Context: an optimization exercise on an open-source flow, tuned for small area. The choices shown serve that exercise and are no tape-out recipe.
Only simulation tests tie the RTL to the original design; equivalence was not proved.
Power and IR drop assume default switching activity.

### flow/design.v
module matrix_stream_host #(
    parameter int DATA_W  = 16,
    parameter int ACC_W   = 32,
    parameter int N       = 4,
    parameter int TIMEOUT = 1024
) (
    input  logic                        clk,
    input  logic                        rst,
    input  logic                        start,
    output logic                        busy,
    output logic                        done,
    output logic                        tlast_err,
    output logic                        timeout,
    output logic                        accel_start,
    input  logic                        ld_we,
    input  logic [$clog2(2*N*N)-1:0]    ld_addr,
    input  logic [DATA_W-1:0]           ld_data,
    input  logic [$clog2(N*N)-1:0]      rd_addr,
    output logic [ACC_W-1:0]            rd_data,
    output logic                        m_axis_tvalid,
    output logic [DATA_W-1:0]           m_axis_tdata,
    input  logic                        m_axis_tready,
    input  logic                        s_axis_tvalid,
    input  logic [ACC_W-1:0]            s_axis_tdata,
    input  logic                        s_axis_tlast,
    output logic                        s_axis_tready
);
    localparam int OPS    = 2 * N * N;
    localparam int RES    = N * N;
    localparam int LD_AW  = $clog2(OPS);
    localparam int RD_AW  = $clog2(RES);
    localparam int RIDX_W = $clog2(RES + 1);
    localparam int WD_W   = $clog2(TIMEOUT);
    localparam int CNT_W  = (WD_W > LD_AW) ? WD_W : LD_AW;
    typedef enum logic [2:0] {
        S_IDLE = 3'd0,
        S_KICK = 3'd1,
        S_SEND = 3'd2,
        S_RECV = 3'd3,
        S_FIN  = 3'd4
    } state_t;
    state_t state;
    state_t state_nx;
    logic [OPS-1:0][DATA_W-1:0] op_buf;
    logic [RES-1:0][ACC_W-1:0]  res_buf;
    logic                       clr_q;
    logic [CNT_W-1:0]  cnt;        
    logic [RIDX_W-1:0] recv_idx;
    logic in_send, in_recv;
    logic m_fire, s_fire;
    logic last_op, last_res, res_full;
    logic wdog_hit;
    assign in_send  = (state == S_SEND);
    assign in_recv  = (state == S_RECV);
    assign m_fire   = in_send && m_axis_tready;
    assign s_fire   = s_axis_tvalid && s_axis_tready;
    assign last_op  = (cnt[LD_AW-1:0] == LD_AW'(OPS - 1));
    assign last_res = (recv_idx == RIDX_W'(RES - 1));
    assign res_full = (recv_idx == RIDX_W'(RES));
    assign wdog_hit = in_recv && !s_fire && (cnt == CNT_W'(TIMEOUT - 1));
    always_comb begin
        m_axis_tdata = '0;
        for (int i = 0; i < OPS; i++)
            if (cnt[LD_AW-1:0] == LD_AW'(i)) m_axis_tdata = m_axis_tdata | op_buf[i];
    end
    logic [RES-1:0] rd_sel;
    always_comb begin
        rd_data = '0;
        for (int i = 0; i < RES; i++) begin
            rd_sel[i] = (rd_addr == RD_AW'(i)) && !clr_q;
            rd_data = rd_data | ({ACC_W{rd_sel[i]}} & res_buf[i]);
        end
    end
    always_ff @(posedge clk or posedge rst) begin
        if (rst) state <= S_IDLE;
        else     state <= state_nx;
    end
    always_comb begin
        state_nx = state;
        case (state)
            S_IDLE: if (start) state_nx = S_KICK;
            S_KICK: state_nx = S_SEND;
            S_SEND: begin
                if (m_fire && last_op)
                    state_nx = (res_full || (s_fire && last_res)) ? S_FIN : S_RECV;
            end
            S_RECV: begin
                if (s_fire && last_res) state_nx = S_FIN;
                else if (wdog_hit)      state_nx = S_FIN;
            end
            S_FIN:   state_nx = S_IDLE;
            default: state_nx = S_IDLE;
        endcase
    end
    always_comb begin
        busy          = 1'b0;
        done          = 1'b0;
        accel_start   = 1'b0;
        m_axis_tvalid = 1'b0;
        s_axis_tready = 1'b0;
        case (state)
            S_KICK: begin
                busy        = 1'b1;
                accel_start = 1'b1;
            end
            S_SEND: begin
                busy          = 1'b1;
                m_axis_tvalid = 1'b1;
                s_axis_tready = !res_full;
            end
            S_RECV: begin
                busy          = 1'b1;
                s_axis_tready = !res_full;
            end
            S_FIN:   done = 1'b1;
            default: ;
        endcase
    end
    always_ff @(posedge clk or posedge rst) begin
        if (rst) cnt <= '0;
        else if (in_send) begin
            if (m_axis_tready) cnt <= last_op ? '0 : cnt + CNT_W'(1);
        end else if (in_recv) begin
            cnt <= s_fire ? '0 : cnt + CNT_W'(1);
        end else cnt <= '0;
    end
    always_ff @(posedge clk or posedge rst) begin
        if (rst)                  recv_idx <= '0;
        else if (state == S_KICK) recv_idx <= '0;
        else if (s_fire)          recv_idx <= recv_idx + RIDX_W'(1);
    end
    always_ff @(posedge clk or posedge rst) begin
        if (rst) begin
            tlast_err <= 1'b0;
            timeout   <= 1'b0;
        end else if (state == S_KICK) begin
            tlast_err <= 1'b0;
            timeout   <= 1'b0;
        end else begin
            if (s_fire && (s_axis_tlast != last_res)) tlast_err <= 1'b1;
            if (wdog_hit)                             timeout   <= 1'b1;
        end
    end
    always_ff @(posedge clk or posedge rst) begin
        if (rst) clr_q <= 1'b1;
        else     clr_q <= 1'b0;
    end
    logic idle_q, act_q;
    always_ff @(posedge clk or posedge rst) begin
        if (rst) begin
            idle_q <= 1'b1;
            act_q  <= 1'b0;
        end else begin
            idle_q <= (state_nx == S_IDLE);
            act_q  <= (state_nx == S_SEND) || (state_nx == S_RECV);
        end
    end
    logic [OPS-1:0] op_we, op_hold;
    always_comb begin
        for (int i = 0; i < OPS; i++) begin
            op_we[i]   = (state == S_IDLE) && ld_we && (ld_addr == LD_AW'(i));
            op_hold[i] = !(idle_q && ld_we && (ld_addr == LD_AW'(i))) && !clr_q;
        end
    end
    always_ff @(posedge clk) begin
        for (int i = 0; i < OPS; i++)
            op_buf[i] <= ({DATA_W{op_we[i]}} & ld_data) | ({DATA_W{op_hold[i]}} & op_buf[i]);
    end
    logic [RES-1:0] res_we, res_hold;
    always_comb begin
        for (int i = 0; i < RES; i++) begin
            res_we[i]   = s_fire && (recv_idx[RD_AW-1:0] == RD_AW'(i));
            res_hold[i] = !(s_axis_tvalid && act_q && !res_full &&
                            (recv_idx[RD_AW-1:0] == RD_AW'(i))) && !clr_q;
        end
    end
    always_ff @(posedge clk) begin
        for (int i = 0; i < RES; i++)
            res_buf[i] <= ({ACC_W{res_we[i]}} & s_axis_tdata) | ({ACC_W{res_hold[i]}} & res_buf[i]);
    end
endmodule
### flow/flow/run.sh
#!/bin/bash
set -o pipefail
here=$(pwd)
bash standard.sh synth > standard_synth.log 2>&1
export CTS_ARGS="-sink_clustering_enable -repair_clock_nets -dont_use_dummy_load -sink_clustering_size 16 -sink_clustering_max_diameter 60 -buf_list {sky130_fd_sc_hd__clkbuf_4 sky130_fd_sc_hd__clkbuf_8}"
export REMOVE_ABC_BUFFERS=1
export BUFFER_PORTS_ARGS="-buffer_cell sky130_fd_sc_hd__buf_1"
for s in GLOBAL_PLACE RESIZE CTS GLOBAL_ROUTE; do export PRE_${s}_TCL=$here/flow/hooks.tcl; done
bash standard.sh > standard.log 2>&1
### flow/flow/hooks.tcl
# Keep placement/route repair on the small buffers.
set_dont_use [get_lib_cells {sky130_fd_sc_hd__buf_4 sky130_fd_sc_hd__buf_6 sky130_fd_sc_hd__buf_8 sky130_fd_sc_hd__buf_12 sky130_fd_sc_hd__buf_16}]
### flow/standard.sh
#!/bin/bash
# synth_recipe.tcl (not shown) runs the flow's synth.tcl, then flattens the netlist and writes it again
# the make line also repeats each setting of config.mk as NAME=value (left out here)
make -C /OpenROAD-flow-scripts/flow DESIGN_CONFIG=/design/flow/config.mk WORK_HOME=/design/flow/orfs CLKGATE_MAP_FILE= SYNTH_SCRIPT=/design/flow/synth_recipe.tcl "${@:-finish}"
### flow/config.mk
export PLATFORM = sky130hd
export DESIGN_NAME = matrix_stream_host
export DESIGN_NICKNAME = matrix_stream_host
export VERILOG_FILES = /design/flow/design.v
export SDC_FILE = /design/flow/constraint.sdc
export NUM_CORES = 4
export LEC_CHECK = 0
export CAP_MARGIN = 10
export CORE_MARGIN = 2
export CORE_UTILIZATION = 60
export SLEW_MARGIN = 10
### flow/constraint.sdc
create_clock -name core_clock -period 7.0 [get_ports {clk}]
set_input_delay 1.4000 -clock core_clock [delete_from_list [all_inputs] [get_ports {clk}]]
set_output_delay 1.4000 -clock core_clock [all_outputs]
set_load 0.01 [all_outputs]
==> summary.txt, run 1 <==
Post-Route WL - 160 mm
total track usage - 46.0%
slew of the pin with the lowest slew margin - 1.42 ns
CTS Root Buffer Type - clkbuf_8
initial core utilization - 60.8%
required time worst endpoint - 5.60 ns
Pwr Total - 10700 uW
Die Y - 260 um
Layout area overhead - 7.18%
CP Capture Type - primary output
Die X - 260 um
min cycle time layout - 6.24 ns
Nets - 3607
FF-to-FF path depth - 6
TritonCTS Buffers - 77
drt wl/cell - 36.5 um
XOR/XNOR share of the synthesized area - 0.245%
final setup vio count - 0
antenna-violating nets left - 0
Max transition margin - 5.22%
vias in the first global route - 33445
Post-synth EDFFs - 0
Synth Flop Type - dfxtp_1
r2r endpoint - res_buf[314]$_DFF_P_
Post-CTS Hold Fix Bufs - 0
RePlAce Congestion - 1.02
WP data arrival - 4.84 ns
CP Launch Point - cnt[2]$_DFFE_PP0P_
Avg Cell Area, Syn - 10.9 sq um
Resize count post-CTS - 0
synth cell count leaders - 1065 x a22o_1, 1024 x dfxtp_1, 338 x a22oi_1, 301 x clkbuf_1, 179 x nand2_1
adder-cell share of the synthesized area - 0.351%
Boundary Pins - 119
Worst path depth - 8
Startpoint Class - flop
outcome - finished clean
1st-pass router iterations - 8
sequential fraction of the synthesis area - 53.7%
Buf/Inv on CP - 3
drt first-iter violations - 5758
simple-gate portion of the synthesized area - 6.47%
post-synthesis cell type count - 65
first-pass GRT wire length - 229 mm
max cap viols - 0
largest net degree at the start of global routing - 63
unrepaired setup endpoints after global routing - no
post-synth top area cell - dfxtp_1
hold crit path type - reg2reg
crit path kind - reg2out
post-CTS setup repair buffer count - 0
count leader, synth - a22o_1
Crit path max-delay family - buffers and inverters
ys async rst share - 2.20%
Synth top area share - 52.2%
initial antenna violation count - 7
multiplexer share of the synthesized area - 0.851%
total core area - 64600 sq um
Critical Path Sink - m_axis_tdata[15]
Clock Skew - 0.0381 ns
Ys Warns - 1
power per cell area - 254 nW/um^2
Clock Pin Slew Worst Setup and Hold Paths - 0.08 ns
internal reg-to-reg setup slack - 2.78 ns
clk buf depth - 3
crit-path most repeated cell - dlygate4sd1_1
die area - 67500 sq um
CP max-delay cell - dfrtp_4
Leakage - 0.0162 uW
largest family of logic cells by synthesized area - compound AO/OA/AOI/OAI gates
H-tree levels - 3
number of remaining DRC errors - 0
ranking of synthesized cells by area - dfxtp_1 52%, a22o_1 24%, a22oi_1 6.5%, clkbuf_1 2.9%, nand2_1 1.7%
Yosys reg bits - 1047
via count - 34557
total grt overflow - 0
Critical R2R Launch - recv_idx[2]$_DFFE_PP0P_
CP max FO - 62
IO buf count - 118
share of post-route cells with drive strength above 1 - 7.03%
Rows - 93
hold slack - 0.480 ns
Worst-Skew Late Latency - 0.73 ns
Vias/cell - 7.87
DP Wirelength - 95.6 mm
Core Util, Final - 65.2%
fin crit share - 89.2%
Sink Count - 1047
complex-gate fraction of the synthesized area - 34.1%
Setup TNS - 0 ns
Final Hold Vio Count - 0
TritonCTS clock tree - yes
crit-path cells - dlygate4sd1_1 -> nor4bb_2 -> dlygate4sd1_1 -> a22o_1 -> a221oi_2 -> o2111ai_1 -> or4_1 -> buf_1
Syn Inst Count - 3615
Fmax - 0.160 GHz
synthesized area - 39300 sq um
Slew Viols, Final - 0
VDD IR max - 0.209 mV
CP peak stage delay - 1.05 ns
-- through the flow --
stage | instances | instance area [sq um] | worst slack [ns]
2_1_floorplan | 3205 | 37600 | 1.03
3_3_place_gp | 4301 | 40900 | 1.55
3_5_place_dp | 4301 | 40900 | 1.45
4_1_cts | 4378 | 42000 | 0.914
5_1_grt | 4389 | 42100 | 0.735
6_report | 4391 | 42100 | 0.756
-- where the power goes --
group          internal (uW)  switching (uW)  total, uW
clock                    992            1920       2920
sequential              6210             213       6420
combinational            365             992       1360
total                   7560            3130      10700
-- worst min-delay path by stage --
stage	startpoint	to	slack, ns	cells past startpoint
global route	op_buf[463]$_DFF_P_	op_buf[463]$_DFF_P_	0.49	1
finish	op_buf[425]$_DFF_P_	op_buf[425]$_DFF_P_	0.48	1
floorplan	op_buf[194]$_DFF_P_	op_buf[194]$_DFF_P_	0.44	1
detailed placement	op_buf[194]$_DFF_P_	op_buf[194]$_DFF_P_	0.46	1
CTS	op_buf[425]$_DFF_P_	op_buf[425]$_DFF_P_	0.48	1
global placement	op_buf[191]$_DFF_P_	op_buf[191]$_DFF_P_	0.46	1
-- layer usage --
| layer | up-vias | GRT usage [%] | wire [um] |
|---|---|---|---|
| li1 | 13919 | - | - |
| met1 | 16966 | 56.6 | 57200 |
| met2 | 2936 | 69.7 | 69700 |
| met3 | 732 | 12.5 | 20700 |
| met4 | 4 | 32.8 | 12800 |
| met5 | - | 0 | 16 |
-- state kept, by name (all words and copies together), names as in the netlist --
| register | cells |
|---|---|
| cnt | 10 |
| act_q | 1 |
| timeout | 1 |
| state | 3 |
| recv_idx | 5 |
| idle_q | 1 |
| res_buf | 512 |
| clr_q | 1 |
| tlast_err | 1 |
| op_buf | 512 |
-- placed cells by master, fill, tap and decap left out, types with 12 or more instances in the layout --
cell type / n
nor3_1: 14
clkbuf_8: 80
dlygate4sd1_1: 92
dfxtp_1: 1024
nor2b_1: 12
nor2_2: 26
clkdlybuf4s18_2: 22
a222oi_1: 24
mux2i_1: 21
nor2_4: 20
a22o_1: 1065
nand2b_1: 15
nand3_1: 21
dfrtp_1: 18
nand2_1: 179
clkbuf_2: 16
nand4_1: 27
a21oi_1: 44
buf_1: 102
a21oi_4: 12
a221oi_1: 45
a22oi_1: 338
inv_1: 13
or4_1: 35
nor2_1: 48
-- area by class of cell --
cell class	instances	area (sq um)
diodes	6	15.0
clock buffers	77	1060
fillers	5229	22500
inverters	13	48.8
multi-input cells	2145	17100
flip-flops and latches	1047	21100
well taps	855	1070
repair buffers	248	1740
-- kinds of logic after synthesis --
family                     count (synthesis)
DFF                                     1047
other                                      1
buffers and inverters                    423
and+or+nand+nor                          483
xor gates and xnor gates                  11
adders and majority gates                 11
muxes                                     32
AOI/OAI and AO/OA                       1607
==> run 2: changes to the inputs <==
==> flow/flow/run.sh (replaced) <==
#!/bin/bash
set -o pipefail
here=$(pwd)
bash standard.sh synth > standard_synth.log 2>&1
export CTS_ARGS="-sink_clustering_enable -repair_clock_nets -dont_use_dummy_load -sink_clustering_size 16 -sink_clustering_max_diameter 60 -buf_list {sky130_fd_sc_hd__clkbuf_4 sky130_fd_sc_hd__clkbuf_8}"
export REMOVE_ABC_BUFFERS=1
export BUFFER_PORTS_ARGS="-buffer_cell sky130_fd_sc_hd__buf_1"
for s in GLOBAL_PLACE RESIZE GLOBAL_ROUTE; do export PRE_${s}_TCL=$here/flow/hooks.tcl; done
bash standard.sh > standard.log 2>&1
==> flow/flow/hooks.tcl (replaced) <==
# Keep placement/route repair on the small buffers.
set_dont_use [get_lib_cells {sky130_fd_sc_hd__buf_4 sky130_fd_sc_hd__buf_6 sky130_fd_sc_hd__buf_8 sky130_fd_sc_hd__buf_12 sky130_fd_sc_hd__buf_16 sky130_fd_sc_hd__bufbuf_* sky130_fd_sc_hd__clkdlybuf4* sky130_fd_sc_hd__dlygate* sky130_fd_sc_hd__dlymetal* sky130_fd_sc_hd__clkbuf_4 sky130_fd_sc_hd__clkbuf_8 sky130_fd_sc_hd__clkbuf_16}]
--- a/flow/config.mk
+++ b/flow/config.mk
@@ -7,5 +7,5 @@
 export LEC_CHECK = 0
 export CAP_MARGIN = 10
 export CORE_MARGIN = 2
-export CORE_UTILIZATION = 60
+export CORE_UTILIZATION = 70
 export SLEW_MARGIN = 10
==> summary.txt, run 2 <==
required time worst endpoint - 5.60 ns (about the same)
Die X - 241 um (was 260 um)
commonest non-fill, non-tap cells in the layout - 1065 x a22o_1, 1024 x dfxtp_1, 338 x a22oi_1 (unchanged)
min cycle time layout - 6.47 ns (was 6.24 ns)
CP max-delay cell - nor4b_2 (was dfrtp_4)
crit-path cells - inv_1 -> ha_1 -> nor4b_2 -> buf_1 -> a22oi_1 -> nand4_1 -> a2111oi_0 -> buf_1 -> nand2_1 -> buf_1 (was dlygate4sd1_1 -> nor4bb_2 -> dlygate4sd1_1 -> a22o_1 -> a221oi_2 -> o2111ai_1 -> or4_1 -> buf_1)
power per cell area - 257 nW/um^2 (was 254 nW/um^2)
Layout area overhead - 5.52% (was 7.18%)
Avg Cell Area, Syn - 10.9 sq um (unchanged)
Post-synth EDFFs - 0 (unchanged)
Final Hold Vio Count - 0 (unchanged)
drt wl/cell - 36.2 um (was 36.5 um)
adder-cell share of the synthesized area - 0.351% (unchanged)
sequential fraction of the synthesis area - 53.7% (unchanged)
largest family of logic cells by synthesized area - compound AO/OA/AOI/OAI gates (unchanged)
Leakage - 0.0157 uW (was 0.0162 uW)
CP peak stage delay - 1.07 ns (was 1.05 ns)
Yosys reg bits - 1047 (unchanged)
ys async rst share - 2.20% (unchanged)
Startpoint Class - flop (unchanged)
via count - 35898 (was 34557)
Synth Flop Type - dfxtp_1 (unchanged)
internal power - 7530 uW (was 7560 uW)
part of the power in the clock network - 27.0% (was 27.3%)
WP data arrival - 5.07 ns (was 4.84 ns)
most common cell after layout, fill and taps aside - a22o_1 (unchanged)
final setup vio count - 0 (unchanged)
hold crit path type - reg2reg (unchanged)
post-synthesis cell type count - 65 (unchanged)
complex-gate fraction of the synthesized area - 34.1% (unchanged)
XOR/XNOR share of the synthesized area - 0.245% (unchanged)
# fillers - 3830 (was 5229)
total grt overflow - 0 (unchanged)
Syn Inst Count - 3615 (unchanged)
H-tree levels - 3 (unchanged)
initial antenna violation count - 6 (was 7)
multiplexer share of the synthesized area - 0.851% (unchanged)
RePlAce Congestion - 1.05 (was 1.02)
count leader, synth - a22o_1 (unchanged)
internal reg-to-reg setup slack - 2.86 ns (was 2.78 ns)
IO buf count - 118 (unchanged)
Rows - 86 (was 93)
Clock Pin Slew Worst Setup and Hold Paths - 0.10 ns (was 0.08 ns)
die area - 58000 sq um (was 67500 sq um)
crit-path most repeated cell - buf_1 (was dlygate4sd1_1)
Sink Count - 1047 (unchanged)
Clock Skew - 0.0462 ns (was 0.0381 ns)
Fmax - 0.155 GHz (was 0.160 GHz)
Psw - 3110 uW (was 3130 uW)
clk buf depth - 3 (unchanged)
post-CTS setup repair buffer count - 0 (unchanged)
drt first-iter violations - 6949 (was 5758)
crit path kind - reg2out (unchanged)
Post-CTS Hold Fix Bufs - 0 (unchanged)
Slew Viols, Final - 15 (was 0)
Worst-Skew Late Latency - 0.74 ns (was 0.73 ns)
number of remaining DRC errors - 0 (unchanged)
vias in the first global route - 34276 (was 33445)
Layout Check Fails - max-capacitance violations, max-slew violations
total track usage - 52.8% (was 46.0%)
Max transition margin - -0.131% (was 5.22%)
Buf/Inv on CP - 4 (was 3)
Reg area - 21100 sq um (about the same)
outcome - finished with violations (was finished clean)
Combinational Power Share - 12.9% (was 12.7%)
Nets - 3659 (was 3607)
largest net degree at the start of global routing - 33 (was 63)
CTS Root Buffer Type - clkbuf_8 (unchanged)
CP Capture Type - primary output (unchanged)
total core area - 55300 sq um (was 64600 sq um)
ranking of synthesized cells by area - dfxtp_1 52%, a22o_1 24%, a22oi_1 6.5%, clkbuf_1 2.9%, nand2_1 1.7% (unchanged)
TritonCTS clock tree - yes (unchanged)
unrepaired setup endpoints after global routing - no (unchanged)
share of post-route cells with drive strength above 1 - 7.84% (was 7.03%)
Final Non-Filler Cells - 4335 (was 4391)
placed cells - 4250 (was 4301)
area of the multi-input gates - 17100 sq um (about the same)
synthesized area - 39300 sq um (unchanged)
Vias/cell - 8.28 (was 7.87)
CP max FO - 14 (was 62)
TritonCTS Buffers - 76 (was 77)
Boundary Pins - 119 (unchanged)
simple-gate portion of the synthesized area - 6.47% (unchanged)
max cap viols - 2 (was 0)
biggest regs - op_buf: 512 flops, res_buf: 512 flops, cnt: 10 flops (unchanged)
1st-pass router iterations - 10 (was 8)
Sw Ratio - 29.2% (was 29.3%)
DP Wirelength - 99.8 mm (was 95.6 mm)
post-synth top area cell - dfxtp_1 (unchanged)
fin crit share - 92.5% (was 89.2%)
antenna-violating nets left - 0 (unchanged)
Setup TNS - 0 ns (unchanged)
first-pass GRT wire length - 225 mm (was 229 mm)
Die Y - 241 um (was 260 um)
Post-Route WL - 157 mm (was 160 mm)
Reg power frac - 60.1% (was 60.0%)
Synth top area share - 52.2% (unchanged)
synth cell count leaders - 1065 x a22o_1, 1024 x dfxtp_1, 338 x a22oi_1, 301 x clkbuf_1, 179 x nand2_1 (unchanged)
Ys Warns - 1 (unchanged)
VDD IR max - 0.200 mV (was 0.209 mV)
initial core utilization - 71.0% (was 60.8%)
Resize count post-CTS - 0 (unchanged)
slew of the pin with the lowest slew margin - 1.50 ns (was 1.42 ns)
Crit path max-delay family - simple AND/OR/NAND/NOR gates (was buffers and inverters)
## run 2: worst register-to-register path: stages, from the launching register on
cell and delay (ns):
dfrtp_1 0.55, nor4b_1 0.79, nand2b_1 0.77, nor2_2 1.10
buf_1 0.63, a22o_1 0.26
## run 2: metrics by stage
step                setup WS, ns  cell area [sq um]  utilization, %  hold WS, ns  total power (uW)
detailed placement          1.51              40300            72.9        0.464              7790
global route               0.752              41400            74.9        0.497             10800
global placement            1.55              40300            72.9        0.455              7750
CTS                        0.977              41400            74.8        0.488             10500
finish                     0.528              41400            74.9        0.487             10600
floorplan                   1.03              37600               -        0.443              7080
## run 2: worst paths after layout
kind / depth (start not counted) / endpoint / from
min in group asynchronous: 2 / state[1]$_DFF_PP0_ / rst
worst max register to register: 5 / op_buf[42]$_DFF_P_ / state[0]$_DFF_PP0_
worst min register to register: 1 / op_buf[8]$_DFF_P_ / op_buf[8]$_DFF_P_
max in group asynchronous: 3 / cnt[4]$_DFFE_PP0P_ / rst
worst max-delay path: 10 / m_axis_tdata[2] / cnt[0]$_DFFE_PP0P_
worst min-delay path: 1 / op_buf[8]$_DFF_P_ / op_buf[8]$_DFF_P_
## run 2: power by group through the flow
stage	combinational, uW	sequential (uW)	clock [uW]
5_1_grt	1390	6420	3020
3_3_place_gp	1240	6500	0
4_1_cts	1280	6380	2820
6_report	1370	6390	2880
2_1_floorplan	601	6480	0
3_5_place_dp	1280	6510	0
## run 2: layout make-up
class / instances / share of cell area (%)
Multi-Input combinational cell: 2145 / 41.2
Clock buffer: 76 / 2.52
Inverter: 13 / 0.118
Tap cell: 748 / 2.26
Sequential cell: 1047 / 50.9
Antenna cell: 5 / 0.0302
Timing Repair Buffer: 301 / 2.98
## run 2: routing by layer
layer | vias to the layer above | GRT usage, % | share of wire (%)
li1 | 14030 | - | -
met1 | 16894 | 62.9 | 33
met2 | 3810 | 75.9 | 41
met3 | 1158 | 18.2 | 16
met4 | 6 | 45.8 | 11
met5 | - | 0 | 0.053
## run 2: cells by family after synthesis
| logic type | after synthesis |
|---|---|
| other cells | 1 |
| mux | 32 |
| flops | 1047 |
| compound gates | 1607 |
| simple gates | 483 |
| buf+inv | 423 |
| fa+ha+maj | 11 |
| xor+xnor | 11 |
==> run 3: changes to the inputs <==
==> flow/flow/run.sh (replaced) <==
#!/bin/bash
# The standard layout (standard synthesis unchanged), with:
# - CTS dummy loads disabled and explicit sink clustering,
# - minimum-size port buffers,
# - synthesis (ABC) buffers removed at floorplan.
# Each tool's output goes to the ORFS logs; make's output to standard.log.
set -o pipefail
export CTS_ARGS="-sink_clustering_enable -repair_clock_nets -dont_use_dummy_load -sink_clustering_size 16 -sink_clustering_max_diameter 60 -buf_list {sky130_fd_sc_hd__clkbuf_4 sky130_fd_sc_hd__clkbuf_8}"
export REMOVE_ABC_BUFFERS=1
export BUFFER_PORTS_ARGS="-buffer_cell sky130_fd_sc_hd__buf_1"
bash standard.sh > standard.log 2>&1
--- a/flow/config.mk
+++ b/flow/config.mk
@@ -7,5 +7,6 @@
 export LEC_CHECK = 0
 export CAP_MARGIN = 10
 export CORE_MARGIN = 2
-export CORE_UTILIZATION = 70
+export CORE_UTILIZATION = 60
+export GPL_ROUTABILITY_DRIVEN = 0
 export SLEW_MARGIN = 10
removed: flow/flow/hooks.tcl
==> summary.txt, run 3 <==
drt first-iter violations - 5713 (was 6949)
first-pass GRT wire length - 226 mm (was 225 mm)
commonest non-fill, non-tap cells in the layout - 1065 x a22o_1, 1024 x dfxtp_1, 338 x a22oi_1 (unchanged)
Clock Pin Slew Worst Setup and Hold Paths - 0.10 ns (about the same)
crit path kind - reg2out (unchanged)
post-synthesis cell type count - 65 (unchanged)
Layout Check Fails - max-capacitance violations, max-slew violations (unchanged)
Worst-Skew Late Latency - 0.73 ns (was 0.74 ns)
count leader, synth - a22o_1 (unchanged)
Max transition margin - -0.390% (was -0.131%)
Ys Warns - 1 (unchanged)
Pwr Total - 10600 uW (about the same)
1st-pass router iterations - 6 (was 10)
area of the multi-input gates - 17000 sq um (was 17100 sq um)
total core area - 64600 sq um (was 55300 sq um)
largest family of logic cells by synthesized area - compound AO/OA/AOI/OAI gates (unchanged)
largest net degree at the start of global routing - 56 (was 33)
ys async rst share - 2.20% (unchanged)
DP Wirelength - 90.1 mm (was 99.8 mm)
crit-path cells - inv_1 -> ha_1 -> and4b_1 -> a222oi_1 -> nand4_1 -> or3_1 -> buf_1 (was inv_1 -> ha_1 -> nor4b_2 -> buf_1 -> a22oi_1 -> nand4_1 -> a2111oi_0 -> buf_1 -> nand2_1 -> buf_1)
max cap viols - 1 (was 2)
ranking of synthesized cells by area - dfxtp_1 52%, a22o_1 24%, a22oi_1 6.5%, clkbuf_1 2.9%, nand2_1 1.7% (unchanged)
Avg Cell Area, Syn - 10.9 sq um (unchanged)
sequential fraction of the synthesis area - 53.7% (unchanged)
VDD IR max - 0.171 mV (was 0.200 mV)
Sink Count - 1047 (unchanged)
Crit path max-delay family - simple AND/OR/NAND/NOR gates (unchanged)
area of placed instances - 40600 sq um (was 40300 sq um)
required time worst endpoint - 5.60 ns (about the same)
slew of the pin with the lowest slew margin - 1.50 ns (about the same)
crit path setup slack, layout - 0.896 ns (was 0.528 ns)
die area - 67500 sq um (was 58000 sq um)
power per cell area - 255 nW/um^2 (was 257 nW/um^2)
Boundary Pins - 119 (unchanged)
Resize count post-CTS - 0 (unchanged)
Post-CTS Hold Fix Bufs - 0 (unchanged)
Reg area - 21100 sq um (about the same)
Synth top area share - 52.2% (unchanged)
Post-synth EDFFs - 0 (unchanged)
CP peak stage delay - 1.07 ns (about the same)
Rows - 93 (was 86)
biggest regs - op_buf: 512 flops, res_buf: 512 flops, cnt: 10 flops (unchanged)
CP max-delay cell - a222oi_1 (was nor4b_2)
TritonCTS clock tree - yes (unchanged)
Die Y - 260 um (was 241 um)
# fillers - 5179 (was 3830)
IO buf count - 118 (unchanged)
share of post-route cells with drive strength above 1 - 9.40% (was 7.84%)
Syn Inst Count - 3615 (unchanged)
Startpoint Class - flop (unchanged)
final setup vio count - 0 (unchanged)
clk buf depth - 3 (unchanged)
placed cells - 4297 (was 4250)
total track usage - 45.2% (was 52.8%)
Leakage - 0.0159 uW (was 0.0157 uW)
Setup TNS - 0 ns (unchanged)
Yosys reg bits - 1047 (unchanged)
XOR/XNOR share of the synthesized area - 0.245% (unchanged)
most common cell after layout, fill and taps aside - a22o_1 (unchanged)
via count - 34561 (was 35898)
Final Non-Filler Cells - 4382 (was 4335)
unrepaired setup endpoints after global routing - no (unchanged)
min cycle time layout - 6.10 ns (was 6.47 ns)
outcome - finished with violations (unchanged)
synth cell count leaders - 1065 x a22o_1, 1024 x dfxtp_1, 338 x a22oi_1, 301 x clkbuf_1, 179 x nand2_1 (unchanged)
multiplexer share of the synthesized area - 0.851% (unchanged)
post-synth top area cell - dfxtp_1 (unchanged)
Clock Skew - 0.0414 ns (was 0.0462 ns)
CTS Root Buffer Type - clkbuf_8 (unchanged)
initial core utilization - 60.8% (was 71.0%)
Vias/cell - 7.89 (was 8.28)
simple-gate portion of the synthesized area - 6.47% (unchanged)
total grt overflow - 0 (unchanged)
hold crit path type - reg2reg (unchanged)
Fmax - 0.164 GHz (was 0.155 GHz)
Synth Flop Type - dfxtp_1 (unchanged)
complex-gate fraction of the synthesized area - 34.1% (unchanged)
Final Hold Vio Count - 0 (unchanged)
dpl ws - 1.55 ns (was 1.51 ns)
CP Capture Type - primary output (unchanged)
Slew Viols, Final - 12 (was 15)
CP max FO - 19 (was 14)
Buf/Inv on CP - 2 (was 4)
number of remaining DRC errors - 0 (unchanged)
WP data arrival - 4.70 ns (was 5.07 ns)
synthesized area - 39300 sq um (unchanged)
fin crit share - 87.2% (was 92.5%)
Die X - 260 um (was 241 um)
Layout area overhead - 6.22% (was 5.52%)
initial antenna violation count - 4 (was 6)
post-route cell area - 41700 sq um (was 41400 sq um)
vias in the first global route - 33365 (was 34276)
TritonCTS Buffers - 77 (was 76)
post-CTS setup repair buffer count - 0 (unchanged)
adder-cell share of the synthesized area - 0.351% (unchanged)
Nets - 3599 (was 3659)
H-tree levels - 3 (unchanged)
drt wl/cell - 35.8 um (was 36.2 um)
antenna-violating nets left - 0 (unchanged)
Post-Route WL - 157 mm (about the same)
[run 3: per-stage QoR]
stage | util (%) | hold slack [ns]
after floorplan | - | 0.443
after global placement | 62.9 | 0.457
after detailed placement | 62.9 | 0.459
after CTS | 64.5 | 0.484
after global routing | 64.6 | 0.496
final | 64.6 | 0.483
[run 3: metal layers]
layer,GRT usage (%),wire (um)
met5,0,22
met2,68.5,67500
met3,10.5,20200
met1,56.4,55700
met4,33.1,13400
[run 3: power by group]
| group | leakage, uW | switching [uW] | internal (uW) | total (uW) |
|---|---|---|---|---|
| clock | 0.000554 | 1900 | 991 | 2890 |
| sequential | 0.00855 | 207 | 6210 | 6420 |
| combinational | 0.00675 | 976 | 361 | 1340 |
[run 3: area by class of cell]
type / count / area share (%)
sequential: 1047 / 50.6
multi-input combinational: 2145 / 40.9
timing repair buffer: 240 / 3.32
tap: 855 / 2.56
clock buffer: 77 / 2.54
inverter: 13 / 0.117
antenna: 5 / 0.0300
[run 3: kinds of logic after synthesis]
kind of cell,count (synthesis)
mux,32
flops,1047
compound gates,1607
other cells,1
fa+ha+maj,11
simple gates,483
xor+xnor,11
buf+inv,423
[run 3: path summary, 6_finish.rpt]
path | slack, ns | startpoint | depth (start not counted) | endpoint
min reg2reg | 0.48 | op_buf[366]$_DFF_P_ | 1 | op_buf[366]$_DFF_P_
max in group asynchronous | 5.52 | rst | 2 | cnt[2]$_DFFE_PP0P_
min in group asynchronous | 0.85 | rst | 2 | state[1]$_DFF_PP0_
min | 0.48 | op_buf[366]$_DFF_P_ | 1 | op_buf[366]$_DFF_P_
max reg2reg | 2.96 | state[0]$_DFF_PP0_ | 5 | op_buf[45]$_DFF_P_
max | 0.90 | cnt[0]$_DFFE_PP0P_ | 7 | m_axis_tdata[13]
[run 3: worst register-to-register path: cells and delay by family, from the launching register on]
kind	cells	cell delay, ns
AND/OR/NAND/NOR	3	2.90
flip-flops	1	0.56
buffers and inverters	1	0.37
AO/OA/AOI/OAI	1	0.15
==> run 4: changes to the inputs <==
--- a/flow/config.mk
+++ b/flow/config.mk
@@ -8,5 +8,4 @@
 export CAP_MARGIN = 10
 export CORE_MARGIN = 2
 export CORE_UTILIZATION = 60
-export GPL_ROUTABILITY_DRIVEN = 0
 export SLEW_MARGIN = 10
==> summary.txt, run 4 <==
Nets - 3611 (was 3599)
internal reg-to-reg setup slack - 3.46 ns (was 2.96 ns)
crit-path cells - buf_4 -> and4b_1 -> a22o_1 -> a221oi_1 -> o211ai_1 -> or4_1 -> buf_1 (was inv_1 -> ha_1 -> and4b_1 -> a222oi_1 -> nand4_1 -> or3_1 -> buf_1)
ranking of synthesized cells by area - dfxtp_1 52%, a22o_1 24%, a22oi_1 6.5%, clkbuf_1 2.9%, nand2_1 1.7% (unchanged)
CP max-delay cell - a221oi_1 (was a222oi_1)
hold_sp - res_buf[397]$_DFF_P_ (was op_buf[366]$_DFF_P_)
share of post-route cells with drive strength above 1 - 9.68% (was 9.40%)
clk buf depth - 3 (unchanged)
Combinational Power Share - 12.6% (about the same)
CTS Root Buffer Type - clkbuf_8 (unchanged)
Reg area - 21100 sq um (unchanged)
Die X - 260 um (unchanged)
DP Wirelength - 91.9 mm (was 90.1 mm)
synthesized area - 39300 sq um (unchanged)
antenna-violating nets left - 0 (unchanged)
final setup vio count - 0 (unchanged)
Critical R2R Launch - state[0]$_DFF_PP0_ (unchanged)
Core Util, Final - 64.7% (was 64.6%)
vias in the first global route - 33340 (was 33365)
CP peak stage delay - 0.69 ns (was 1.07 ns)
total core area - 64600 sq um (unchanged)
Synth top area share - 52.2% (unchanged)
most common cell after layout, fill and taps aside - a22o_1 (unchanged)
post-route cell area - 41800 sq um (was 41700 sq um)
Avg Cell Area, Syn - 10.9 sq um (unchanged)
Die Y - 260 um (unchanged)
Boundary Pins - 119 (unchanged)
required time worst endpoint - 5.60 ns (about the same)
number of remaining DRC errors - 0 (unchanged)
# fillers - 5178 (was 5179)
Post-Route WL - 160 mm (was 157 mm)
Max transition margin - 4.79% (was -0.390%)
largest net degree at the start of global routing - 58 (was 56)
Rows - 93 (unchanged)
Clock Pin Slew Worst Setup and Hold Paths - 0.09 ns (was 0.10 ns)
Worst-Skew Late Latency - 0.75 ns (was 0.73 ns)
TritonCTS Buffers - 78 (was 77)
area of the multi-input gates - 17000 sq um (about the same)
first-pass GRT wire length - 229 mm (was 226 mm)
post-synth top area cell - dfxtp_1 (unchanged)
Fmax - 0.165 GHz (was 0.164 GHz)
count leader, synth - a22o_1 (unchanged)
min cycle time layout - 6.05 ns (was 6.10 ns)
WP data arrival - 4.65 ns (was 4.70 ns)
post-CTS setup repair buffer count - 0 (unchanged)
Crit path max-delay family - compound AO/OA/AOI/OAI gates (was simple AND/OR/NAND/NOR gates)
sequential fraction of the synthesis area - 53.7% (unchanged)
drt first-iter violations - 5515 (was 5713)
VDD IR max - 0.152 mV (was 0.171 mV)
IO buf count - 118 (unchanged)
Post-synth EDFFs - 0 (unchanged)
total grt overflow - 0 (unchanged)
initial core utilization - 60.8% (unchanged)
crit path setup slack, layout - 0.945 ns (was 0.896 ns)
Slew Viols, Final - 0 (was 12)
power per cell area - 256 nW/um^2 (was 255 nW/um^2)
RePlAce Congestion - 1.01
fin crit share - 86.5% (was 87.2%)
FF-to-FF path depth - 4 (was 5)
CP max FO - 17 (was 19)
Layout area overhead - 6.44% (was 6.22%)
die area - 67500 sq um (unchanged)
Final Hold Vio Count - 0 (unchanged)
drt wl/cell - 36.3 um (was 35.8 um)
1st-pass router iterations - 9 (was 6)
crit path kind - reg2out (unchanged)
Leakage - 0.0159 uW (about the same)
Worst path depth - 7 (unchanged)
H-tree levels - 3 (unchanged)
total track usage - 45.9% (was 45.2%)
ys async rst share - 2.20% (unchanged)
Setup TNS - 0 ns (unchanged)
Psw - 3110 uW (was 3090 uW)
hold path cells - 1 (unchanged)
Yosys reg bits - 1047 (unchanged)
hold crit path type - reg2reg (unchanged)
unrepaired setup endpoints after global routing - no (unchanged)
TritonCTS clock tree - yes (unchanged)
Sw Ratio - 29.1% (was 29.0%)
r2r endpoint - op_buf[20]$_DFF_P_ (was op_buf[45]$_DFF_P_)
Buf/Inv on CP - 2 (unchanged)
hold endpoint - res_buf[397]$_DFF_P_ (was op_buf[366]$_DFF_P_)
Clock Skew - 0.0809 ns (was 0.0414 ns)
outcome - finished clean (was finished with violations)
synth cell count leaders - 1065 x a22o_1, 1024 x dfxtp_1, 338 x a22oi_1, 301 x clkbuf_1, 179 x nand2_1 (unchanged)
Reg power frac - 60.0% (was 60.3%)
Resize count post-CTS - 0 (unchanged)
Post-CTS Hold Fix Bufs - 0 (unchanged)
Syn Inst Count - 3615 (unchanged)
Sink Count - 1047 (unchanged)
area of placed instances - 40700 sq um (was 40600 sq um)
commonest non-fill, non-tap cells in the layout - 1065 x a22o_1, 1024 x dfxtp_1, 338 x a22oi_1 (unchanged)
Vias/cell - 7.91 (was 7.89)
post-synthesis cell type count - 65 (unchanged)
CP Capture Type - primary output (unchanged)
max cap viols - 0 (was 1)
Synth Flop Type - dfxtp_1 (unchanged)
Ys Warns - 1 (unchanged)
internal power - 7570 uW (was 7560 uW)
biggest regs - op_buf: 512 flops, res_buf: 512 flops, cnt: 10 flops (unchanged)
via count - 34761 (was 34561)
initial antenna violation count - 4 (unchanged)
dpl ws - 1.54 ns (was 1.55 ns)
Startpoint Class - flop (unchanged)
slew of the pin with the lowest slew margin - 1.43 ns (was 1.50 ns)
part of the power in the clock network - 27.4% (was 27.2%)
hold slack - 0.485 ns (was 0.483 ns)
run 4: how the worst max path moves through the flow:
| stage | to | slack, ns | startpoint |
|---|---|---|---|
| after CTS | m_axis_tdata[8] | 1.22 | cnt[2]$_DFFE_PP0P_ |
| after detailed placement | rd_data[21] | 1.54 | rd_addr[3] |
| final | m_axis_tdata[11] | 0.95 | cnt[3]$_DFFE_PP0P_ |
| after global placement | rd_data[21] | 1.59 | rd_addr[3] |
| after floorplan | rd_data[15] | 1.03 | rd_addr[0] |
| after global routing | m_axis_tdata[8] | 0.98 | cnt[2]$_DFFE_PP0P_ |
run 4: layout make-up:
cell class / instances / area share (%)
flip-flops and latches: 1047 / 50.4
multi-input cells: 2145 / 40.8
repair buffers: 251 / 3.52
clock buffers: 78 / 2.57
well taps: 855 / 2.56
inverters: 13 / 0.117
diodes: 5 / 0.0299
run 4: kinds of logic after synthesis:
logic type | after synthesis | synth area share (%)
adder cells (fa/ha/maj) | 11 | 0.351
other | 1 | 0.00955
AND/OR/NAND/NOR | 483 | 6.47
buffers and inverters | 423 | 4.31
XOR/XNOR | 11 | 0.245
AO/OA/AOI/OAI | 1607 | 34.1
multiplexers | 32 | 0.851
flip-flops | 1047 | 53.7
run 4: power groups by stage:
stage / Combinational (uW) / Sequential [uW] / Clock (uW)
after floorplan: 601 / 6480 / 0
after global placement: 1260 / 6530 / 0
after detailed placement: 1280 / 6540 / 0
after CTS: 1280 / 6400 / 2900
after global routing: 1370 / 6440 / 3120
final: 1350 / 6410 / 2920
run 4: layer usage:
| metal | part of all wire (%) | track usage [%] |
|---|---|---|
| met4 | 8.8 | 35.1 |
| met2 | 43 | 68.9 |
| met1 | 35 | 56.3 |
| met3 | 13 | 12.1 |
| met5 | 0.0069 | 0 |
run 4: through the flow:
| stage | power (uW) | cells |
|---|---|---|
| finish | 10700 | 4394 |
| global route | 10900 | 4392 |
| CTS | 10600 | 4387 |
| detailed placement | 7820 | 4309 |
| global placement | 7790 | 4309 |
| floorplan | 7080 | 3205 |
==> run 5: changes to the inputs <==
==> flow/flow/run.sh (replaced) <==
#!/bin/bash
# The standard layout (standard synthesis unchanged), with:
# - CTS dummy loads disabled and explicit sink clustering,
# - minimum-size port buffers,
# - synthesis (ABC) buffers removed at floorplan,
set -o pipefail
export CTS_ARGS="-sink_clustering_enable -repair_clock_nets -dont_use_dummy_load -sink_clustering_size 16 -sink_clustering_max_diameter 60 -buf_list {sky130_fd_sc_hd__clkbuf_4 sky130_fd_sc_hd__clkbuf_8}"
export REMOVE_ABC_BUFFERS=1
export BUFFER_PORTS_ARGS="-buffer_cell sky130_fd_sc_hd__buf_1"
bash standard.sh place > standard_place.log 2>&1
bash standard.sh SLEW_MARGIN=30 CAP_MARGIN=30 finish > standard.log 2>&1
--- a/flow/config.mk
+++ b/flow/config.mk
@@ -8,4 +8,5 @@
 export CAP_MARGIN = 10
 export CORE_MARGIN = 2
 export CORE_UTILIZATION = 60
+export GPL_ROUTABILITY_DRIVEN = 0
 export SLEW_MARGIN = 10
==> summary.txt, run 5 <==
post-synthesis cell type count - 65 (unchanged)
Startpoint Class - flop (unchanged)
Top Usage Layer GRT - met2 (unchanged)
Setup TNS - 0 ns (unchanged)
met3 usage - 10.5% (was 12.1%)
post-synth top area cell - dfxtp_1 (unchanged)
Ys Warns - 1 (unchanged)
Post-CTS Hold Fix Bufs - 0 (unchanged)
Post-synth EDFFs - 0 (unchanged)
crit path kind - reg2out (unchanged)
Post-Route WL - 157 mm (was 160 mm)
dpl ws - 1.55 ns (was 1.54 ns)
CTS Root Buffer Type - clkbuf_8 (unchanged)
H-tree levels - 3 (unchanged)
Avg Cell Area, Syn - 10.9 sq um (unchanged)
biggest regs - op_buf: 512 flops, res_buf: 512 flops, cnt: 10 flops (unchanged)
Synth top area share - 52.2% (unchanged)
1st-pass router iterations - 9 (unchanged)
total core area - 64600 sq um (unchanged)
hold crit path type - reg2reg (unchanged)
outcome - finished clean (unchanged)
Synth Flop Type - dfxtp_1 (unchanged)
WP data arrival - 4.61 ns (was 4.65 ns)
Critical Path Sink - m_axis_tdata[11] (unchanged)
Critical R2R Launch - recv_idx[3]$_DFFE_PP0P_ (was state[0]$_DFF_PP0_)
fin crit share - 85.9% (was 86.5%)
slew of the pin with the lowest slew margin - 1.15 ns (was 1.43 ns)
Syn Inst Count - 3615 (unchanged)
Sink Count - 1047 (unchanged)
CP max FO - 26 (was 17)
unrepaired setup endpoints after global routing - no (unchanged)
Slew Viols, Final - 0 (unchanged)
vias in the first global route - 33365 (was 33340)
antenna-violating nets left - 0 (unchanged)
first-pass GRT wire length - 226 mm (was 229 mm)
IO buf count - 118 (unchanged)
max cap viols - 0 (unchanged)
Die Y - 260 um (unchanged)
FF-to-FF path depth - 6 (was 4)
number of remaining DRC errors - 0 (unchanged)
M1 GR Usage - 56.4% (was 56.3%)
share of post-route cells with drive strength above 1 - 9.90% (was 9.68%)
Worst-Skew Late Latency - 0.73 ns (was 0.75 ns)
ranking of synthesized cells by area - dfxtp_1 52%, a22o_1 24%, a22oi_1 6.5%, clkbuf_1 2.9%, nand2_1 1.7% (unchanged)
Resize count post-CTS - 0 (unchanged)
count leader, synth - a22o_1 (unchanged)
CP Capture Type - primary output (unchanged)
Layout area overhead - 6.62% (was 6.44%)
Die X - 260 um (unchanged)
Fmax - 0.166 GHz (was 0.165 GHz)
GRT met2 Usage - 68.5% (was 68.9%)
TritonCTS Buffers - 77 (was 78)
largest net degree at the start of global routing - 56 (was 58)
Max transition margin - 23.4% (was 4.79%)
via count - 34357 (was 34761)
sequential fraction of the synthesis area - 53.7% (unchanged)
r2r endpoint - res_buf[44]$_DFF_P_ (was op_buf[20]$_DFF_P_)
Final Hold Vio Count - 0 (unchanged)
die area - 67500 sq um (unchanged)
final setup vio count - 0 (unchanged)
hold slack - 0.484 ns (was 0.485 ns)
TritonCTS clock tree - yes (unchanged)
initial core utilization - 60.8% (unchanged)
required time worst endpoint - 5.60 ns (about the same)
synthesized area - 39300 sq um (unchanged)
total track usage - 45.2% (was 45.9%)
Boundary Pins - 119 (unchanged)
VDD IR max - 0.171 mV (was 0.152 mV)
crit path setup slack, layout - 0.990 ns (was 0.945 ns)
drt first-iter violations - 5512 (was 5515)
DP Wirelength - 90.1 mm (was 91.9 mm)
total grt overflow - 0 (unchanged)
Rows - 93 (unchanged)
min cycle time layout - 6.01 ns (was 6.05 ns)
commonest non-fill, non-tap cells in the layout - 1065 x a22o_1, 1024 x dfxtp_1, 338 x a22oi_1 (unchanged)
ys async rst share - 2.20% (unchanged)
Vias/cell - 7.84 (was 7.91)
initial antenna violation count - 4 (unchanged)
internal reg-to-reg setup slack - 3.71 ns (was 3.46 ns)
post-CTS setup repair buffer count - 0 (unchanged)
synth cell count leaders - 1065 x a22o_1, 1024 x dfxtp_1, 338 x a22oi_1, 301 x clkbuf_1, 179 x nand2_1 (unchanged)
Yosys reg bits - 1047 (unchanged)
most common cell after layout, fill and taps aside - a22o_1 (unchanged)
Clock Pin Slew Worst Setup and Hold Paths - 0.10 ns (was 0.09 ns)
clk buf depth - 3 (unchanged)
Nets - 3601 (was 3611)
CP Launch Point - cnt[3]$_DFFE_PP0P_ (unchanged)
drt wl/cell - 35.7 um (was 36.3 um)
Leakage - 0.0159 uW (about the same)
power per cell area - 255 nW/um^2 (was 256 nW/um^2)
Clock Skew - 0.0396 ns (was 0.0809 ns)
==> run 5: cell counts after synthesis <==
No cell type changed its count.
==> run 5: layer usage <==
layer	share of wire [%]	wire (um)
met1	36	55700
met2	43	67400
met3	13	20200
met4	8.5	13200
met5	0.0083	13
==> run 5: how the worst min path moves through the flow <==
stage,startpoint,end,slack [ns],depth (start not counted)
after floorplan,op_buf[194]$_DFF_P_,op_buf[194]$_DFF_P_,0.44,1
after global placement,op_buf[236]$_DFF_P_,op_buf[236]$_DFF_P_,0.46,1
after detailed placement,op_buf[215]$_DFF_P_,op_buf[215]$_DFF_P_,0.46,1
after CTS,op_buf[89]$_DFF_P_,op_buf[89]$_DFF_P_,0.48,1
after global routing,op_buf[7]$_DFF_P_,op_buf[7]$_DFF_P_,0.50,1
final,op_buf[366]$_DFF_P_,op_buf[366]$_DFF_P_,0.48,1
==> run 5: cell families (layout without fill, tap and decap cells) <==
kind of cell | after synthesis | after routing | share of synthesized area [%]
buf+inv | 423 | 332 | 4.31
compound gates | 1607 | 1607 | 34.1
fa+ha+maj | 11 | 11 | 0.351
xor+xnor | 11 | 11 | 0.245
flops | 1047 | 1047 | 53.7
mux | 32 | 32 | 0.851
other cells | 1 | 5 | 0.00955
simple gates | 483 | 483 | 6.47
==> run 5: area by class of cell <==
| cell class | instances | area, sq um |
|---|---|---|
| fillers | 5175 | 22700 |
| diodes | 4 | 10.0 |
| well taps | 855 | 1070 |
| multi-input cells | 2145 | 17200 |
| clock buffers | 77 | 1060 |
| repair buffers | 242 | 1390 |
| inverters | 13 | 48.8 |
| flip-flops and latches | 1047 | 21100 |
==> run 5: worst max-delay path, stage by stage (launching register included) <==
cell      delay, ns
dfrtp_2        0.81
buf_4          0.40
and4b_1        0.58
a22o_1         0.38
a221oi_1       0.65
o211ai_1       0.25
or4_1          0.62
buf_1          0.19
==> run 5: metrics by stage <==
step           instance area [sq um]  cells  power, uW  utilization [%]
5_1_grt                        41900   4380      10900             64.8
4_1_cts                        41700   4374      10600             64.5
2_1_floorplan                  37600   3205       7080                -
6_report                       41900   4383      10700             64.8
3_3_place_gp                   40600   4297       7780             62.9
3_5_place_dp                   40600   4297       7810             62.9
==> run 5: report_power, final <==
group / switching, uW / internal [uW] / leakage (uW)
Clock: 1900 / 991 / 0.000554
Combinational: 988 / 364 / 0.00676
Sequential: 207 / 6210 / 0.00855
Total: 3090 / 7560 / 0.0159
==> run 6: changes to the inputs <==
--- a/flow/config.mk
+++ b/flow/config.mk
@@ -8,5 +8,5 @@
 export CAP_MARGIN = 10
 export CORE_MARGIN = 2
 export CORE_UTILIZATION = 60
-export GPL_ROUTABILITY_DRIVEN = 0
+export PLACE_DENSITY = 0.85
 export SLEW_MARGIN = 10
==> summary.txt, run 6 <==
post-synth top area cell - dfxtp_1 (unchanged)
area of the multi-input gates - 17200 sq um (about the same)
dpl ws - 1.53 ns (was 1.55 ns)
CP max FO - 16 (was 26)
CP peak stage delay - 0.99 ns (was 0.81 ns)
CP Capture Type - primary output (unchanged)
initial core utilization - 60.8% (unchanged)
Startpoint Class - flop (unchanged)
commonest non-fill, non-tap cells in the layout - 1065 x a22o_1, 1024 x dfxtp_1, 338 x a22oi_1 (unchanged)
Final Hold Vio Count - 0 (unchanged)
hold_sp - op_buf[224]$_DFF_P_ (was op_buf[366]$_DFF_P_)
CTS Root Buffer Type - clkbuf_8 (unchanged)
Die Y - 260 um (unchanged)
Sink Count - 1047 (unchanged)
H-tree levels - 3 (unchanged)
number of remaining DRC errors - 0 (unchanged)
largest family of logic cells by synthesized area - compound AO/OA/AOI/OAI gates (unchanged)
Avg Cell Area, Syn - 10.9 sq um (unchanged)
Slew Viols, Final - 0 (unchanged)
Core Util, Final - 65.0% (was 64.8%)
hold crit path type - reg2reg (unchanged)
complex-gate fraction of the synthesized area - 34.1% (unchanged)
TritonCTS Buffers - 78 (was 77)
WP data arrival - 4.75 ns (was 4.61 ns)
required time worst endpoint - 5.60 ns (about the same)
multiplexer share of the synthesized area - 0.851% (unchanged)
clk buf depth - 3 (unchanged)
total core area - 64600 sq um (unchanged)
Critical R2R Launch - recv_idx[3]$_DFFE_PP0P_ (unchanged)
count leader, synth - a22o_1 (unchanged)
hold endpoint - op_buf[224]$_DFF_P_ (was op_buf[366]$_DFF_P_)
Synth top area share - 52.2% (unchanged)
Worst-Skew Late Latency - 0.74 ns (was 0.73 ns)
Setup TNS - 0 ns (unchanged)
Yosys reg bits - 1047 (unchanged)
slew of the pin with the lowest slew margin - 1.19 ns (was 1.15 ns)
largest net degree at the start of global routing - 50 (was 56)
Clock Pin Slew Worst Setup and Hold Paths - 0.10 ns (about the same)
crit-path cells - ha_1 -> and3_1 -> ha_1 -> a222oi_1 -> o21ai_0 -> a2111oi_0 -> nand3_1 -> buf_1 (was buf_4 -> and4b_1 -> a22o_1 -> a221oi_1 -> o211ai_1 -> or4_1 -> buf_1)
adder-cell share of the synthesized area - 0.351% (unchanged)
simple-gate portion of the synthesized area - 6.47% (unchanged)
unrepaired setup endpoints after global routing - no (unchanged)
biggest regs - op_buf: 512 flops, res_buf: 512 flops, cnt: 10 flops (unchanged)
placed cells - 4289 (was 4297)
DP Wirelength - 85.6 mm (was 90.1 mm)
Reg area - 21100 sq um (about the same)
vias in the first global route - 32887 (was 33365)
most common cell after layout, fill and taps aside - a22o_1 (unchanged)
die area - 67500 sq um (unchanged)
ys async rst share - 2.20% (unchanged)
post-route cell area - 41900 sq um (about the same)
max cap viols - 0 (unchanged)
fin crit share - 87.9% (was 85.9%)
Rows - 93 (unchanged)
Synth Flop Type - dfxtp_1 (unchanged)
area of placed instances - 40500 sq um (was 40600 sq um)
sequential fraction of the synthesis area - 53.7% (unchanged)
Clock Skew - 0.0959 ns (was 0.0396 ns)
drt wl/cell - 34.1 um (was 35.7 um)
Leakage - 0.0159 uW (about the same)
Final Non-Filler Cells - 4385 (was 4383)
Layout area overhead - 6.83% (was 6.62%)
FF-to-FF path depth - 6 (unchanged)
Syn Inst Count - 3615 (unchanged)
min cycle time layout - 6.15 ns (was 6.01 ns)
via count - 35086 (was 34357)
antenna-violating nets left - 0 (unchanged)
initial antenna violation count - 10 (was 4)
post-synthesis cell type count - 65 (unchanged)
Fmax - 0.162 GHz (was 0.166 GHz)
total track usage - 42.7% (was 45.2%)
synthesized area - 39300 sq um (unchanged)
hold path cells - 1 (unchanged)
Max transition margin - 20.6% (was 23.4%)
XOR/XNOR share of the synthesized area - 0.245% (unchanged)
total grt overflow - 0 (unchanged)
outcome - finished clean (unchanged)
first-pass GRT wire length - 216 mm (was 226 mm)
crit path setup slack, layout - 0.845 ns (was 0.990 ns)
Post-Route WL - 150 mm (was 157 mm)
power per cell area - 254 nW/um^2 (was 255 nW/um^2)
crit-path most repeated cell - ha_1
Nets - 3597 (was 3601)
r2r endpoint - res_buf[508]$_DFF_P_ (was res_buf[44]$_DFF_P_)
Boundary Pins - 119 (unchanged)
IO buf count - 118 (unchanged)
share of post-route cells with drive strength above 1 - 9.57% (was 9.90%)
Vias/cell - 8.00 (was 7.84)
drt first-iter violations - 7491 (was 5512)
Post-CTS Hold Fix Bufs - 0 (unchanged)
final setup vio count - 0 (unchanged)
ranking of synthesized cells by area - dfxtp_1 52%, a22o_1 24%, a22oi_1 6.5%, clkbuf_1 2.9%, nand2_1 1.7% (unchanged)
crit path kind - reg2out (unchanged)
post-CTS setup repair buffer count - 0 (unchanged)
Resize count post-CTS - 0 (unchanged)
internal reg-to-reg setup slack - 3.21 ns (was 3.71 ns)
1st-pass router iterations - 10 (was 9)
RePlAce Congestion - 1.04
TritonCTS clock tree - yes (unchanged)
Die X - 260 um (unchanged)
Post-synth EDFFs - 0 (unchanged)
# fillers - 4972 (was 5175)
synth cell count leaders - 1065 x a22o_1, 1024 x dfxtp_1, 338 x a22oi_1, 301 x clkbuf_1, 179 x nand2_1 (unchanged)
Ys Warns - 1 (unchanged)
CP max-delay cell - a222oi_1 (was dfrtp_2)
VDD IR max - 0.239 mV (was 0.171 mV)
==> run 6: through the flow <==
stage | total power (uW) | hold slack, ns
2_1_floorplan | 7080 | 0.443
3_3_place_gp | 7750 | 0.457
3_5_place_dp | 7780 | 0.463
4_1_cts | 10500 | 0.485
5_1_grt | 10900 | 0.496
6_report | 10600 | 0.484
==> run 6: critical path: cells and delay by family, from the launching register on <==
| family | cells | cell delay, ns |
|---|---|---|
| buf+inv | 1 | 0.20 |
| compound gates | 3 | 1.82 |
| fa+ha+maj | 2 | 0.97 |
| simple gates | 2 | 0.57 |
| flops | 1 | 0.44 |
==> run 6: worst max-delay path by stage <==
stage                             startpoint               end  slack, ns  depth (start not counted)
final                     cnt[0]$_DFFE_PP0P_  m_axis_tdata[14]       0.85                          8
after global routing      cnt[0]$_DFFE_PP0P_  m_axis_tdata[14]       1.01                          8
after CTS                 cnt[3]$_DFFE_PP0P_  m_axis_tdata[11]       1.29                          7
after detailed placement          rd_addr[3]       rd_data[19]       1.53                          8
after global placement            rd_addr[3]       rd_data[27]       1.61                          8
after floorplan                   rd_addr[0]       rd_data[15]       1.03                          5
==> run 6: kinds of logic (layout without fill, tap and decap cells) <==
logic type,after synthesis,in the layout
fa+ha+maj,11,11
compound gates,1607,1607
mux,32,32
buf+inv,423,328
simple gates,483,483
other cells,1,11
xor+xnor,11,11
flops,1047,1047
==> run 6: metal layers <==
layer / up-vias / track usage [%] / share of wire, %
met5: - / 0 / 0.019
li1: 13900 / - / -
met2: 3615 / 56.9 / 39
met1: 16829 / 58.0 / 36
met3: 738 / 18.0 / 18
met4: 4 / 22.9 / 6.2
==> run 6: where the power goes <==
group | leakage (uW) | switching [uW] | internal, uW | total, uW
Combinational | 0.00677 | 990 | 359 | 1350
Sequential | 0.00855 | 204 | 6210 | 6410
Clock | 0.000561 | 1890 | 1000 | 2890
==> run 6: area by class of cell <==
class,instances,area share (%)
diodes,10,0.0597
clock buffers,78,2.56
inverters,13,0.116
multi-input cells,2145,41.0
flip-flops and latches,1047,50.3
well taps,855,2.55
repair buffers,237,3.48

==> separate check: timing with driven ports <==
In the flow no input, the clock included, has a driving cell. The finished layouts below were timed again as built, in two steps.
Step 1 assumes that a clkbuf_16 drives the clock port and a buf_2 every other input.
Step 2, shift: input delay + t, output delay - t, t = (earliest + latest rising clock arrival at the registers) / 2. This alone moves slack from input paths to output paths.
Slacks: ideal / step 1 / step 2; pairs: ideal / step 1.
run | shift t [ns] | setup WS [ns] | pins driven straight from the clock port
run 1 | 0.773 | 0.756 / 0.693 / 1.322 | 1
run 2 | 0.774 | 0.528 / 0.460 / 1.211 | 1
run 3 | 0.772 | 0.896 / 0.828 / 1.424 | 1
run 4 | 0.778 | 0.945 / 0.874 / 1.463 | 1
run 5 | 0.765 | 0.990 / 0.923 / 1.433 | 1
run 6 | 0.763 | 0.845 / 0.781 / 1.321 | 1
